Background: an optimization exercise with open tools, aiming at small area and a short achievable clock period. Do not read the settings as production practice. The RTL was checked by simulation tests, not by an equivalence proof against the original design. In this run the design's own scripts or RTL, not TritonCTS, make the clock network. The flow treats the clock pin as an ideal source. Dropping or thinning the clock tree relies on that and would not hold on a real chip. Power figures rest on the tool's default switching activity, not on a simulated workload.

===== config.mk =====
export PLATFORM = sky130hd
export DESIGN_NAME = ex_top
export DESIGN_NICKNAME = ex_top
export VERILOG_FILES = /design/flow/design.v
export SDC_FILE = /design/flow/constraint.sdc
export NUM_CORES = 4
export LEC_CHECK = 0
export CAP_MARGIN = 20
export CORE_MARGIN = 2
export CORE_UTILIZATION = 60
export SETUP_SLACK_MARGIN = 2.5
export SLEW_MARGIN = 20
export SYNTH_HIERARCHICAL = 1
export SYNTH_MINIMUM_KEEP_SIZE = 0
export TNS_END_PERCENT = 0

===== constraint.sdc =====
create_clock -name core_clock -period 7.0 [get_ports {clk}]
set_input_delay 1.4000 -clock core_clock [delete_from_list [all_inputs] [get_ports {clk}]]
set_output_delay 1.4000 -clock core_clock [all_outputs]
set_load 0.01 [all_outputs]

===== design.v =====
package core_pkg;
	localparam int unsigned gpr_width = 32;
	localparam int unsigned pc_width = 16;
	localparam int unsigned reg_addr_width = 4;
	localparam int unsigned reg_count = 1 << reg_addr_width;
	typedef logic [reg_addr_width-1:0] reg_addr_t;
	localparam reg_addr_t zero_reg = reg_addr_t'(0);
	localparam reg_addr_t link_reg = reg_addr_t'(reg_count - 1);
endpackage
package ex_ctrl_pkg;
	typedef logic [5:0] alu_funct_t;
	localparam alu_funct_t alu_add = 6'd0;
	localparam alu_funct_t alu_sub = 6'd1;
	localparam alu_funct_t alu_and = 6'd2;
	localparam alu_funct_t alu_or = 6'd3;
	localparam alu_funct_t alu_xor = 6'd4;
	localparam alu_funct_t alu_nor = 6'd5;
	localparam alu_funct_t alu_sll = 6'd6;  
	localparam alu_funct_t alu_srl = 6'd7;  
	localparam alu_funct_t alu_slt = 6'd8;  
	localparam alu_funct_t alu_pass_b = 6'd9;  
	typedef logic [1:0] fwd_sel_t;
	localparam fwd_sel_t fwd_none = 2'd0;  
	localparam fwd_sel_t fwd_ex = 2'd1;  
	localparam fwd_sel_t fwd_mem = 2'd2;  
	typedef logic [1:0] reg_dst_t;
	localparam reg_dst_t dst_rd = 2'd0;
	localparam reg_dst_t dst_rt = 2'd1;
	localparam reg_dst_t dst_link = 2'd2;
	localparam logic alu_src_reg = 1'b0;
	localparam logic alu_src_imm = 1'b1;
	localparam int unsigned flag_width = 5;
	localparam int unsigned flag_zero = 0;
	localparam int unsigned flag_neg = 1;
	localparam int unsigned flag_carry = 2;  
	localparam int unsigned flag_ovf = 3;
	localparam int unsigned flag_true = 4;  
endpackage
`timescale 1ns/1ps
module adder32 (
	input  logic [31:0] op1,
	input  logic [31:0] hp,
	input  logic        cin,
	output logic [31:0] cy,     
	output logic        cout
);
	logic [31:0] gk [0:5];
	logic [31:0] pk [0:5];
	always_comb begin
		gk[0] = op1 & ~hp;
		gk[0][0] = (op1[0] & ~hp[0]) | (hp[0] & cin);
		pk[0] = hp;
		for (int l = 0; l < 5; l++) begin
			for (int j = 0; j < 32; j++) begin
				if (((j >> l) & 1) == 1) begin
					gk[l + 1][j] = gk[l][j] | (pk[l][j] & gk[l][((j >> l) << l) - 1]);
					pk[l + 1][j] = pk[l][j] & pk[l][((j >> l) << l) - 1];
				end else begin
					gk[l + 1][j] = gk[l][j];
					pk[l + 1][j] = pk[l][j];
				end
			end
		end
	end
	assign cy = {gk[5][30:0], cin};
	assign cout = gk[5][31];
endmodule
`timescale 1ns/1ps
module alu (
	input  logic [31:0] op1,
	input  logic [31:0] hp,        
	input  logic        sub,       
	input  logic        use_sum,   
	input  logic        use_slt,   
	input  logic        use_sh,    
	input  logic        sh_left,   
	input  logic [3:0]  lut,       
	input  logic [4:0]  rot_amt,   
	output logic [31:0] result,
	output logic        zero,      
	output logic        carry,     
	output logic        ovf        
);
	logic [31:0] sum;
	logic        cout;
	logic        ovf_raw;
	logic        lt;
	logic [31:0] logic_res;
	logic [31:0] other;    
	logic [31:0] cy;     
	adder32 u_add (
		.op1(op1),
		.hp(hp),
		.cin(sub),
		.cy(cy),
		.cout(cout)
	);
	assign sum = hp ^ cy;
	assign ovf_raw = !hp[31] && (sum[31] != op1[31]);
	assign lt = sum[31] ^ ovf_raw;
	always_comb begin
		for (int i = 0; i < 32; i++) begin
			logic_res[i] = (lut[3] && op1[i] && hp[i]) || (lut[2] && op1[i] && !hp[i])
			            || (lut[1] && !op1[i] && hp[i]) || (lut[0] && !op1[i] && !hp[i]);
		end
	end
	logic [31:0] rot;
	logic [31:0] le;     
	logic        rz;
	logic [31:0] keep;
	always_comb begin
		rot = op1;
		for (int k = 0; k < 5; k++) begin
			if (rot_amt[k]) rot = (rot >> (1 << k)) | (rot << (32 - (1 << k)));
		end
	end
	assign rz = (rot_amt == 5'd0);
	always_comb begin
		for (int u = 0; u < 32; u++) begin
			le[u] = ({27'b0, rot_amt} <= u);
		end
		for (int i = 0; i < 32; i++) begin
			keep[i] = use_sh && (sh_left ? (!le[31 - i] || rz) : le[31 - i]);
		end
	end
	always_comb begin
		other = logic_res | (keep & rot);
		other[0] = other[0] | (use_slt && lt);
		for (int i = 0; i < 32; i++) begin
			result[i] = cy[i] ? ((use_sum && !hp[i]) || other[i]) : ((use_sum && hp[i]) || other[i]);
		end
	end
	logic        zero_add;
	logic [31:0] need;   
	logic        zero_sh;
	assign zero_add = (hp == ({op1[30:0] | hp[30:0], sub}));
	always_comb begin
		for (int j = 0; j < 32; j++) begin
			need[j] = sh_left ? (!le[j] || rz) : le[j];
		end
	end
	assign zero_sh = !use_sh || ((op1 & need) == '0);
	assign zero = use_sum ? zero_add : (use_slt ? !lt : ((logic_res == '0) && zero_sh));
	assign carry = use_sum && (cout ^ sub);
	assign ovf = use_sum && ovf_raw;
endmodule
`timescale 1ns/1ps
module flag_reg (
	input  logic       clk,
	input  logic       rst,
	input  logic [4:0] flags_in,
	output logic [4:0] flags
);
	always_ff @(posedge clk or posedge rst) begin
		if (rst) begin
			flags <= '0;
		end else begin
			flags <= flags_in;
		end
	end
endmodule
`timescale 1ns/1ps
module branch_unit (
	input  logic        neg,
	input  logic        zero,
	input  logic        carry,
	input  logic        ovf,
	input  logic        flag_write,   
	input  logic [4:0]  flags_old,    
	input  logic        is_branch,
	input  logic        sel_jflag_branch,
	input  logic        sel_beq_bne,
	input  logic        sel_jt_jf,
	input  logic [3:0]  flag_code,
	output logic [4:0]  flags,        
	output logic        taken
);
	logic [4:0] alu_flags;
	logic       flag_bit;
	assign alu_flags = {1'b1, ovf, carry, neg, zero};
	assign flags = flag_write ? alu_flags : flags_old;
	always_comb begin
		case (flag_code)
			4'd0: flag_bit = flags[0] ^ sel_jt_jf;
			4'd1: flag_bit = flags[1] ^ sel_jt_jf;
			4'd2: flag_bit = flags[2] ^ sel_jt_jf;
			4'd3: flag_bit = flags[3] ^ sel_jt_jf;
			4'd4: flag_bit = flags[4] ^ sel_jt_jf;
			default: flag_bit = 1'b0;
		endcase
	end
	assign taken = is_branch && (sel_jflag_branch ? flag_bit : (flags[0] ^ sel_beq_bne));
endmodule
`timescale 1ns/1ps
module fwd_bit (
	input  logic sel_ex,
	input  logic sel_mem,
	input  logic sel_reg,
	input  logic ex_data,
	input  logic mem_data,
	input  logic reg_data,
	output logic value
);
	assign value = (sel_ex & ex_data) | (sel_mem & mem_data) | (sel_reg & reg_data);
endmodule
module forward_unit (
	input  logic [3:0]  src,
	input  logic [3:0]  ex_mem_dest,
	input  logic        ex_mem_write,
	input  logic [3:0]  mem_wb_dest,
	input  logic        mem_wb_write,
	input  logic        squash,
	input  logic [31:0] ex_mem_data,
	input  logic [31:0] mem_wb_data,
	input  logic [31:0] reg_data,
	output logic [31:0] value,
	output logic        sel_ex,    
	output logic        sel_mem,
	output logic        sel_reg
);
	logic hit_ex;
	logic hit_mem;
	assign hit_ex = (src != 4'd0) && ex_mem_write && (ex_mem_dest == src);
	assign hit_mem = (src != 4'd0) && mem_wb_write && (mem_wb_dest == src);
	assign sel_ex = !squash && hit_ex;
	assign sel_mem = !squash && !hit_ex && hit_mem;
	assign sel_reg = !squash && !hit_ex && !hit_mem;
	for (genvar i = 0; i < 32; i++) begin : g_bit
		fwd_bit u_bit (
			.sel_ex(sel_ex),
			.sel_mem(sel_mem),
			.sel_reg(sel_reg),
			.ex_data(ex_mem_data[i]),
			.mem_data(mem_wb_data[i]),
			.reg_data(reg_data[i]),
			.value(value[i])
		);
	end
endmodule
`timescale 1ns/1ps
module pc_adder (
	input  logic [15:0] a,
	input  logic [15:0] b,
	output logic [15:0] y
);
	logic [15:0] g [0:4];
	logic [15:0] p [0:4];
	logic [15:0] h;
	assign h = a ^ b;
	always_comb begin
		g[0] = a & b;
		p[0] = h;
		for (int l = 0; l < 4; l++) begin
			for (int j = 0; j < 16; j++) begin
				if (((j >> l) & 1) == 1) begin
					g[l + 1][j] = g[l][j] | (p[l][j] & g[l][((j >> l) << l) - 1]);
					p[l + 1][j] = p[l][j] & p[l][((j >> l) << l) - 1];
				end else begin
					g[l + 1][j] = g[l][j];
					p[l + 1][j] = p[l][j];
				end
			end
		end
	end
	assign y = h ^ {g[4][14:0], 1'b0};
endmodule
module ex_stage (
	input  logic        clk,
	input  logic        rst,
	input  logic [5:0]  alu_funct,
	input  logic        alu_src,
	input  logic [1:0]  reg_dst,
	input  logic        fl_write_enable,
	input  logic        mem_write_enable,
	input  logic        is_branch,
	input  logic        sel_jflag_branch,
	input  logic        sel_beq_bne,
	input  logic        sel_jt_jf,
	input  logic [1:0]  wb_res_mux,
	input  logic        reg_write_enable,
	input  logic [3:0]  rs,
	input  logic [3:0]  rt,
	input  logic [3:0]  rd,
	input  logic [31:0] data_rs,
	input  logic [31:0] data_rt,
	input  logic [31:0] imm,
	input  logic [15:0] next_pc,
	input  logic [31:0] mem_wb_data,
	input  logic [3:0]  mem_wb_dest,
	input  logic        mem_wb_write,
	output logic        out_mem_write_enable,
	output logic [1:0]  out_wb_res_mux,
	output logic        out_reg_write_enable,
	output logic [31:0] out_imm,
	output logic [15:0] out_next_pc,
	output logic [15:0] out_branch_addr,
	output logic [31:0] out_alu_res,
	output logic [31:0] out_mem_addr,
	output logic [31:0] out_mem_data,
	output logic [3:0]  out_reg_dest,
	output logic        branch_taken
);
	logic        mwe_q;
	logic [1:0]  wbm_q;
	logic        rwe_q;
	logic [31:0] imm_q;
	logic [15:0] npc_q;
	logic [31:0] a_q;
	logic [31:0] b_q;
	logic [3:0]  dest_q;
	logic        taken_q;
	logic [31:0] hp_q;    
	logic        sub_q;   
	logic        sum_q;   
	logic        slt_q;
	logic        sh_q;    
	logic        left_q;  
	logic [3:0]  lut_q;   
	logic [4:0]  rot_q;   
	logic        flw_q;   
	logic        live_q;  
	logic [31:0] imm_out;
	logic [15:0] npc_out;
	logic [4:0]  flags_q;  
	logic [31:0] res;
	logic        alu_zero;
	logic        alu_carry;
	logic        alu_ovf;
	logic [4:0]  flags_now;
	logic [31:0] a_val;
	logic [31:0] b_val;
	logic [31:0] op2;
	logic [3:0]  dest;
	logic        taken;
	logic        squash;
	logic        sub;
	logic [3:0]  lut;
	logic        bsel_ex;
	logic        bsel_mem;
	logic        bsel_reg;
	logic        left;
	logic [4:0]  rot_ex;
	logic [4:0]  rot_mem;
	logic [4:0]  rot_reg;
	logic [4:0]  rot_b;
	logic [4:0]  rot_d;
	assign squash = taken_q;
	alu u_alu (
		.op1(a_q),
		.hp(hp_q),
		.sub(sub_q),
		.use_sum(sum_q),
		.use_slt(slt_q),
		.use_sh(sh_q),
		.sh_left(left_q),
		.lut(lut_q),
		.rot_amt(rot_q),
		.result(res),
		.zero(alu_zero),
		.carry(alu_carry),
		.ovf(alu_ovf)
	);
	branch_unit u_bru (
		.neg(res[31]),
		.zero(alu_zero),
		.carry(alu_carry),
		.ovf(alu_ovf),
		.flag_write(flw_q),
		.flags_old(flags_q),
		.is_branch(is_branch),
		.sel_jflag_branch(sel_jflag_branch),
		.sel_beq_bne(sel_beq_bne),
		.sel_jt_jf(sel_jt_jf),
		.flag_code(rs),
		.flags(flags_now),
		.taken(taken)
	);
	flag_reg u_flags (
		.clk(clk),
		.rst(rst),
		.flags_in(flags_now),
		.flags(flags_q)
	);
	forward_unit u_fwd_a (
		.src(rs),
		.ex_mem_dest(dest_q),
		.ex_mem_write(rwe_q),
		.mem_wb_dest(mem_wb_dest),
		.mem_wb_write(mem_wb_write),
		.squash(squash),
		.ex_mem_data(res),
		.mem_wb_data(mem_wb_data),
		.reg_data(data_rs),
		.value(a_val),
		.sel_ex(),
		.sel_mem(),
		.sel_reg()
	);
	forward_unit u_fwd_b (
		.src(rt),
		.ex_mem_dest(dest_q),
		.ex_mem_write(rwe_q),
		.mem_wb_dest(mem_wb_dest),
		.mem_wb_write(mem_wb_write),
		.squash(squash),
		.ex_mem_data(res),
		.mem_wb_data(mem_wb_data),
		.reg_data(data_rt),
		.value(b_val),
		.sel_ex(bsel_ex),
		.sel_mem(bsel_mem),
		.sel_reg(bsel_reg)
	);
	assign left = (alu_funct == 6'd6);
	assign rot_ex = left ? (5'd0 - res[4:0]) : res[4:0];
	assign rot_mem = left ? (5'd0 - mem_wb_data[4:0]) : mem_wb_data[4:0];
	assign rot_reg = left ? (5'd0 - data_rt[4:0]) : data_rt[4:0];
	for (genvar i = 0; i < 5; i++) begin : g_rot
		fwd_bit u_bit (
			.sel_ex(bsel_ex),
			.sel_mem(bsel_mem),
			.sel_reg(bsel_reg),
			.ex_data(rot_ex[i]),
			.mem_data(rot_mem[i]),
			.reg_data(rot_reg[i]),
			.value(rot_b[i])
		);
	end
	assign rot_d = alu_src ? (left ? (5'd0 - imm[4:0]) : imm[4:0]) : rot_b;
	pc_adder u_target (
		.a(npc_out),
		.b(imm_out[15:0]),
		.y(out_branch_addr)
	);
	always_comb begin
		case (reg_dst)
			2'd0: dest = rd;
			2'd1: dest = rt;
			2'd2: dest = 4'd15;
			default: dest = 4'd0;
		endcase
	end
	assign op2 = alu_src ? imm : b_val;
	assign sub = (alu_funct == 6'd1) || (alu_funct == 6'd8);
	always_comb begin
		case (alu_funct)
			6'd2: lut = 4'b0100;  
			6'd3: lut = 4'b1110;  
			6'd4: lut = 4'b1010;  
			6'd5: lut = 4'b0001;  
			6'd9: lut = 4'b0110;  
			default: lut = 4'b0000;
		endcase
	end
	always_ff @(posedge clk or posedge rst) begin
		if (rst) begin
			mwe_q <= 1'b0;
			wbm_q <= '0;
			rwe_q <= 1'b0;
			dest_q <= '0;
			taken_q <= 1'b0;
			sum_q <= 1'b0;
			slt_q <= 1'b0;
			sh_q <= 1'b0;
			lut_q <= '0;
			flw_q <= 1'b0;
		end else if (squash) begin
			mwe_q <= 1'b0;  
			wbm_q <= '0;
			rwe_q <= 1'b0;
			dest_q <= '0;
			taken_q <= 1'b0;
			sum_q <= 1'b0;
			slt_q <= 1'b0;
			sh_q <= 1'b0;
			lut_q <= '0;
			flw_q <= 1'b0;
		end else begin
			mwe_q <= mem_write_enable;
			wbm_q <= wb_res_mux;
			rwe_q <= reg_write_enable;
			dest_q <= dest;
			taken_q <= taken;
			sum_q <= (alu_funct == 6'd0) || (alu_funct == 6'd1);
			slt_q <= (alu_funct == 6'd8);
			sh_q <= (alu_funct == 6'd6) || (alu_funct == 6'd7);
			lut_q <= lut;
			flw_q <= fl_write_enable;
		end
	end
	always_ff @(posedge clk or posedge rst) begin
		if (rst) begin
			live_q <= 1'b0;
		end else begin
			live_q <= !squash;
		end
	end
	always_ff @(posedge clk) begin
		imm_q <= imm;
		npc_q <= next_pc;
	end
	assign imm_out = imm_q & {32{live_q}};
	assign npc_out = npc_q & {16{live_q}};
	always_ff @(posedge clk or posedge rst) begin
		if (rst) begin
			a_q <= '0;
			b_q <= '0;
		end else begin
			a_q <= a_val;
			b_q <= b_val;
		end
	end
	always_ff @(posedge clk) begin
		hp_q <= a_val ^ op2 ^ {32{sub}};
		rot_q <= rot_d;
		sub_q <= sub;
		left_q <= left;
	end
	assign out_mem_write_enable = mwe_q;
	assign out_wb_res_mux = wbm_q;
	assign out_reg_write_enable = rwe_q;
	assign out_imm = imm_out;
	assign out_next_pc = npc_out;
	assign out_alu_res = res;
	assign out_mem_addr = a_q;
	assign out_mem_data = b_q;
	assign out_reg_dest = dest_q;
	assign branch_taken = taken_q;
endmodule
`timescale 1ns/1ps
module ex_top #(
	parameter int data_width = core_pkg::gpr_width,
	parameter int pc_width = core_pkg::pc_width
) (
	input  logic                    clk,
	input  logic                    rst,
	input  ex_ctrl_pkg::alu_funct_t alu_funct,
	input  logic                    alu_src,
	input  ex_ctrl_pkg::reg_dst_t   reg_dst,
	input  logic                    fl_write_enable,
	input  logic                    mem_write_enable,
	input  logic                    is_branch,
	input  logic                    sel_jflag_branch,
	input  logic                    sel_beq_bne,
	input  logic                    sel_jt_jf,
	input  logic [1:0]              wb_res_mux,
	input  logic                    reg_write_enable,
	input  core_pkg::reg_addr_t     rs,
	input  core_pkg::reg_addr_t     rt,
	input  core_pkg::reg_addr_t     rd,
	input  logic [data_width-1:0]   data_rs,
	input  logic [data_width-1:0]   data_rt,
	input  logic [data_width-1:0]   imm,
	input  logic [pc_width-1:0]     next_pc,
	input  logic [data_width-1:0]   mem_wb_data,   
	input  core_pkg::reg_addr_t     mem_wb_dest,
	input  logic                    mem_wb_write,
	output logic                    out_mem_write_enable,
	output logic [1:0]              out_wb_res_mux,
	output logic                    out_reg_write_enable,
	output logic [data_width-1:0]   out_imm,
	output logic [pc_width-1:0]     out_next_pc,
	output logic [pc_width-1:0]     out_branch_addr,
	output logic [data_width-1:0]   out_alu_res,
	output logic [data_width-1:0]   out_mem_addr,
	output logic [data_width-1:0]   out_mem_data,
	output core_pkg::reg_addr_t     out_reg_dest,
	output logic                    branch_taken
);
	ex_stage u_ex (
		.clk(clk),
		.rst(rst),
		.alu_funct(alu_funct),
		.alu_src(alu_src),
		.reg_dst(reg_dst),
		.fl_write_enable(fl_write_enable),
		.mem_write_enable(mem_write_enable),
		.is_branch(is_branch),
		.sel_jflag_branch(sel_jflag_branch),
		.sel_beq_bne(sel_beq_bne),
		.sel_jt_jf(sel_jt_jf),
		.wb_res_mux(wb_res_mux),
		.reg_write_enable(reg_write_enable),
		.rs(rs),
		.rt(rt),
		.rd(rd),
		.data_rs(data_rs),
		.data_rt(data_rt),
		.imm(imm),
		.next_pc(next_pc),
		.mem_wb_data(mem_wb_data),
		.mem_wb_dest(mem_wb_dest),
		.mem_wb_write(mem_wb_write),
		.out_mem_write_enable(out_mem_write_enable),
		.out_wb_res_mux(out_wb_res_mux),
		.out_reg_write_enable(out_reg_write_enable),
		.out_imm(out_imm),
		.out_next_pc(out_next_pc),
		.out_branch_addr(out_branch_addr),
		.out_alu_res(out_alu_res),
		.out_mem_addr(out_mem_addr),
		.out_mem_data(out_mem_data),
		.out_reg_dest(out_reg_dest),
		.branch_taken(branch_taken)
	);
endmodule

===== flow/run.sh =====
#!/bin/bash
# The standard layout with two changes:
#  - every port is buffered by the smallest buffer cell instead of the delay
#    buffer the resizer picks by default;
#  - the clock tree (flow/my_cts.tcl, run in place of TritonCTS) is two levels:
#    four root clock buffers fed by the clock port, sixteen leaf buffers each
#    serving a compact cluster of about eleven registers. Every register sees
#    the same two buffers, and the insertion delay stays low.
export BUFFER_PORTS_ARGS="-buffer_cell sky130_fd_sc_hd__buf_1"
export PRE_CTS_TCL="$PWD/flow/my_cts.tcl"
bash standard.sh > standard.log 2>&1

===== flow/my_cts.tcl =====
# Two-level clock tree: the clock port drives a few root clock buffers, each
# root drives a few leaf clock buffers, and each leaf drives the clock pins of
# one compact cluster of registers. Every register sees the same two buffers.
rename clock_tree_synthesis orfs_clock_tree_synthesis

proc my_cts_kmeans { pts k iters } {
  # pts: list of {item x y}; returns list of k clusters (lists of pts)
  set n [llength $pts]
  set sorted [lsort -integer -index 1 $pts]
  set cents {}
  for {set i 0} {$i < $k} {incr i} {
    set p [lindex $sorted [expr {int(($i + 0.5) * $n / $k)}]]
    lappend cents [list [lindex $p 1] [lindex $p 2]]
  }
  set cap [expr {int(ceil(double($n) / $k))}]
  for {set it 0} {$it < $iters} {incr it} {
    # capacity-limited assignment: farthest-choice-first greedy
    set cl {}
    for {set i 0} {$i < $k} {incr i} { lappend cl {} }
    set order {}
    foreach p $pts {
      set best 1e30; set second 1e30
      foreach c $cents {
        set d [expr {abs([lindex $p 1] - [lindex $c 0]) + abs([lindex $p 2] - [lindex $c 1])}]
        if {$d < $best} { set second $best; set best $d } elseif {$d < $second} { set second $d }
      }
      lappend order [list $p [expr {$second - $best}]]
    }
    set order [lsort -real -decreasing -index 1 $order]
    foreach o $order {
      set p [lindex $o 0]
      set bi -1; set bd 1e30
      for {set i 0} {$i < $k} {incr i} {
        if {[llength [lindex $cl $i]] >= $cap} continue
        set c [lindex $cents $i]
        set d [expr {abs([lindex $p 1] - [lindex $c 0]) + abs([lindex $p 2] - [lindex $c 1])}]
        if {$d < $bd} { set bd $d; set bi $i }
      }
      lset cl $bi [concat [lindex $cl $bi] [list $p]]
    }
    set cents {}
    foreach c $cl {
      set sx 0.0; set sy 0.0
      foreach p $c { set sx [expr {$sx + [lindex $p 1]}]; set sy [expr {$sy + [lindex $p 2]}] }
      set m [expr {max(1, [llength $c])}]
      lappend cents [list [expr {int($sx / $m)}] [expr {int($sy / $m)}]]
    }
  }
  return [list $cl $cents]
}

proc my_cts_buffer { block master name x y in_net sinks } {
  set inst [odb::dbInst_create $block $master $name]
  $inst setLocation $x $y
  $inst setPlacementStatus PLACED
  set net [odb::dbNet_create $block "${name}_net"]
  $net setSigType CLOCK
  foreach it $sinks {
    $it disconnect
    $it connect $net
  }
  [$inst findITerm X] connect $net
  [$inst findITerm A] connect $in_net
  return $inst
}

proc clock_tree_synthesis { args } {
  set nleaf 16
  set nroot 4
  set leaf_master_name sky130_fd_sc_hd__clkbuf_8
  set root_master_name sky130_fd_sc_hd__clkbuf_16
  set block [ord::get_db_block]
  set db [ord::get_db]
  set leaf_master [$db findMaster $leaf_master_name]
  set root_master [$db findMaster $root_master_name]
  set clk_net [$block findNet clk]
  set sinks {}
  foreach it [$clk_net getITerms] {
    set bb [[$it getInst] getBBox]
    lappend sinks [list $it [expr {([$bb xMin] + [$bb xMax]) / 2}] [expr {([$bb yMin] + [$bb yMax]) / 2}]]
  }
  puts "my_cts: [llength $sinks] clock sinks, $nleaf leaf and $nroot root buffers"
  lassign [my_cts_kmeans $sinks $nleaf 8] leaves lcents
  # Roots over the leaf centroids
  set lpts {}
  for {set i 0} {$i < $nleaf} {incr i} {
    lassign [lindex $lcents $i] x y
    lappend lpts [list $i $x $y]
  }
  # Roots: split the leaves in two by y, then each half in two by x
  set lpts [lsort -integer -index 2 $lpts]
  set h [expr {[llength $lpts] / 2}]
  set roots {}
  foreach half [list [lrange $lpts 0 [expr {$h - 1}]] [lrange $lpts $h end]] {
    set half [lsort -integer -index 1 $half]
    set q [expr {[llength $half] / 2}]
    lappend roots [lrange $half 0 [expr {$q - 1}]] [lrange $half $q end]
  }
  set rcents {}
  foreach r $roots {
    set sx 0; set sy 0
    foreach p $r { set sx [expr {$sx + [lindex $p 1]}]; set sy [expr {$sy + [lindex $p 2]}] }
    lappend rcents [list [expr {$sx / [llength $r]}] [expr {$sy / [llength $r]}]]
  }
  for {set r 0} {$r < $nroot} {incr r} {
    lassign [lindex $rcents $r] rx ry
    set rinst [my_cts_buffer $block $root_master "clkbuf_root_$r" $rx $ry $clk_net {}]
    set rnet [$block findNet "clkbuf_root_${r}_net"]
    foreach lp [lindex $roots $r] {
      set i [lindex $lp 0]
      lassign [lindex $lcents $i] x y
      set its {}
      foreach s [lindex $leaves $i] { lappend its [lindex $s 0] }
      my_cts_buffer $block $leaf_master "clkbuf_leaf_$i" $x $y $rnet $its
      puts "my_cts: leaf $i under root $r at ($x, $y) drives [llength $its] sinks"
    }
  }
  $clk_net setSigType CLOCK
  set_propagated_clock [all_clocks]
}

===== standard.sh =====
#!/bin/bash
# synth_recipe.tcl (not shown) runs the flow's synth.tcl, then flattens the netlist and writes it again
# the make line also repeats each setting of config.mk as NAME=value (left out here)
make -C /OpenROAD-flow-scripts/flow DESIGN_CONFIG=/design/flow/config.mk WORK_HOME=/design/flow/orfs CLKGATE_MAP_FILE= SYNTH_SCRIPT=/design/flow/synth_recipe.tcl "${@:-finish}"

==> run notes <==
==> registers in the layout, summed over array words and instances, names as in the netlist, 4 cells and up <==
name and count:
u_ex.npc_q 16, u_ex.lut_q 4, u_ex.u_flags.flags 5, u_ex.hp_q 32, u_ex.rot_q 5, u_ex.a_q 32
u_ex.dest_q 4, u_ex.b_q 32, u_ex.imm_q 32
==> modules after synthesis, one instance, submodules excluded, a selection <==
module	cells	copies in the design	cell area, um2	flops+latches
branch_unit	28	1	209	0
flag_reg	6	1	129	5
adder32	135	1	815	0
forward_unit	22	2	164	0
alu	684	1	5180	0
ex_stage	447	1	5760	169
pc_adder	80	1	644	0
fwd_bit	2	69	13.8	0
==> stage by stage <==
stage                     hold slack, ps  instance area [um2]  worst slack [ps]  power [mW]  utilization
after floorplan                      418                14000              2650        3.20            -
after global placement               431                15400              2500        3.89        0.676
after detailed placement             432                15400              2420        3.93        0.676
after CTS                            452                15800              2430        4.60        0.692
after global routing                 495                16000              2350        5.01        0.703
final                                452                16000              2480        4.75        0.703
==> power by group <==
group / internal (mW) / leakage, nW / total (mW) / switching, mW
Sequential: 1.18 / 1.79 / 1.68 / 0.493
Combinational: 1.06 / 4.50 / 2.42 / 1.36
Clock: 0.308 / 0.164 / 0.654 / 0.346
Total: 2.55 / 6.45 / 4.75 / 2.20
==> worst paths after layout <==
path | startpoint | to
worst min register to register | u_ex.u_flags.flags[4] | u_ex.u_flags.flags[4]
min in group asynchronous | rst | u_ex.dest_q[2]
max in group asynchronous | rst | u_ex.a_q[12]
worst min-delay path | u_ex.u_flags.flags[4] | u_ex.u_flags.flags[4]
worst max register to register | u_ex.a_q[18] | u_ex.rot_q[2]
worst max-delay path | u_ex.a_q[18] | out_alu_res[31]
==> cells by family after synthesis <==
| group | count (synthesis) | share of synthesized area |
|---|---|---|
| compound gates | 408 | 0.218 |
| mux | 148 | 0.164 |
| buf+inv | 212 | 0.0661 |
| flops | 174 | 0.280 |
| simple gates | 464 | 0.167 |
| fa+ha+maj | 22 | 0.0218 |
| xor+xnor | 134 | 0.0837 |
==> cell type report <==
class / count / area, um2 / area share
well taps: 313 / 392 / 0.0244
flip-flops and latches: 174 / 3960 / 0.247
diodes: 1 / 2.50 / 0.000156
repair buffers: 384 / 1650 / 0.103
plain buffers: 20 / 320 / 0.0200
multi-input cells: 1176 / 9280 / 0.579
inverters: 110 / 419 / 0.0262
==> synthesized netlist by cell type (26+ instances only) <==
cell type  count  share of area
xnor2_1       85          0.053
o21ai_0       71          0.025
a222oi_1      70          0.050
dfrtp_1       87           0.16
xor2_1        49          0.031
inv_1        108          0.029
dfxtp_1       87           0.12
clkbuf_1      52          0.014
nor2_1        78          0.021
nor3_1        55          0.020
a21oi_1       57          0.020
mux2i_1       75          0.054
buf_2         26         0.0093
nand2_1      141          0.038
nand3_1       26         0.0093
o21a_1        39          0.021
and2_1        56          0.025
mux4_2        64           0.10
==> critical path, stage by stage (launching register included) <==
cell and delay [ps]:
dfrtp_1 610, nor3b_1 280, a311o_1 260, o221ai_1 220, a221oi_2 410, a31oi_2 190, buf_4 170, xor2_1 130
a221o_1 390, buf_1 160
==> per-layer routing <==
metal	share of wire	vias up	GRT usage	routed length, um
li1	-	6450	-	-
met1	0.38	6835	0.526	18900
met2	0.45	1108	0.607	22500
met3	0.13	184	0.0930	6700
met4	0.044	2	0.158	2230
met5	0.00022	-	0	11
==> timing repair <==
action                     CTS  global route
pin swaps                    1             8
gates resized for setup     12            33
setup endpoints to repair   30            33
cloned                       0             1
hold buffers                 0             0
setup buffers                1            12
==> impl_metrics.py <==
metrics = {
    "cells_and_area": {
        "final_common_cell": "buf_1",
        "final_cell_mix": "347 x buf_1, 140 x nand2_1, 106 x inv_1",
        "nets": 2069,
        "drive_gt1_frac": 0.113,
        "syn2layout_area_growth_pct": 14.3,
        "final_cells": 2178,
        "fillers": 1929,
    },
    "setup_path": {
        "end_kind": "output pin",
        "start_kind": "flop",
        "crit_fanout": 11,
        "reg2regPathDepth": 17,
        "reg2reg_slack_ps": 3020,
        "arrival_ps": 3120,
        "crit_type": "flop to output pin",
        "crit_required_ps": 5600,
    },
    "synth": {
        "ys.flop_type": "dfxtp_1",
        "synth_edf_count": 0,
        "synth_warnings": 16,
        "syn_nets": 1765,
        "ys_ff_latch": 174,
        "yosysSeqAreaShare": 0.280,
        "synth.distinct_cells": 91,
        "async_reset_ff_frac": 0.500,
        "postSynthAreaPerCell_um2": 8.97,
        "netlist_instances": 1562,
        "synthesis.area_um2": 14000,
    },
    "global_routing": {
        "antenna_found_initial": 1,
        "grt_pass1_vias": 13569,
        "grt_usage": 0.391,
        "grt_pass1_wl_mm": 75.5,
        "overflow": 0,
        "grt_max_degree": 75,
    },
    "sta": {
        "worst-slew-pin-transition_ps": 1130,
        "timing.slew.headroom": 0.244,
        "rsz0062_at_grt": "yes",
        "hold_violations": 0,
        "setup_viol": 0,
        "drv_slew": 0,
        "fin_tns_setup_ps": 0,
        "period_share": 0.646,
        "finalCriticalPeriod_ps": 4520,
        "skew_ps": 56.9,
        "max_freq_ghz": 0.221,
    },
    "detailed_routing": {
        "drt-wirelength-per-cell_um": 23.1,
        "drc": 0,
        "routed_wl_mm": 50.3,
        "vias_per_cell": 6.69,
        "num_vias": 14579,
        "final_antenna_net_count": 0,
        "first_pass_iters": 8,
        "drt_iter0_drc": 2300,
    },
    "floorplanning": {
        "die_h_um": 157,
        "design.core.area_um2": 22800,
        "die_area_um2": 24600,
        "ios": 350,
        "rows": 55,
        "die_w_um": 157,
        "start_util": 0.615,
    },
    "placed_design": {
        "hpwl_mm": 35.7,
        "dp_cells": 2142,
        "portBuffers": 349,
        "globalplace.congestion": 1.03,
    },
    "status": {
        "status": "timing/DRC/antenna clean",
    },
    "cts": {
        "clk_latency_ps": 330,
        "clk_pin_slew_worst_paths_ps": 90,
    },
    "worst_hold_path": {
        "holdPathStages": 1,
        "hp-class": "flop to flop",
    },
    "power_and_ir_drop": {
        "ir_worst_vdd_mv": 0.238,
        "power.leakage_nw": 6.45,
        "power_density_nw_per_um2": 296,
    },
    "run": {
        "cap_viol_max_count": 0,
    },
}

static timing again, ports no longer ideal:
No port has a modelled driver above. Below, the same layout with a new extraction and two added sets of constraints. Step 1, drivers: a clkbuf_16 drives clk and a buf_2 each remaining input, both assumed. Step 2 moves the port delays by t, midway between the first and last clock arrival at a register: inputs arrive t later, outputs are due t later. That takes back most of the time a late clock gives input paths. a / b / c = ideal ports / drivers / drivers and shift; a / b = the first two.
t, ns: 0.401
setup slack, ns: 2.477 / 2.372 / 2.622
hold slack, ns: 0.452 / 0.452 / 0.452
latest minus earliest clock arrival (ns): 0.057 / 0.057
After both steps setup and hold are still met in this run. For this run, drivers alone change the setup slack by -0.105 ns; drivers and shift together by +0.145 ns.
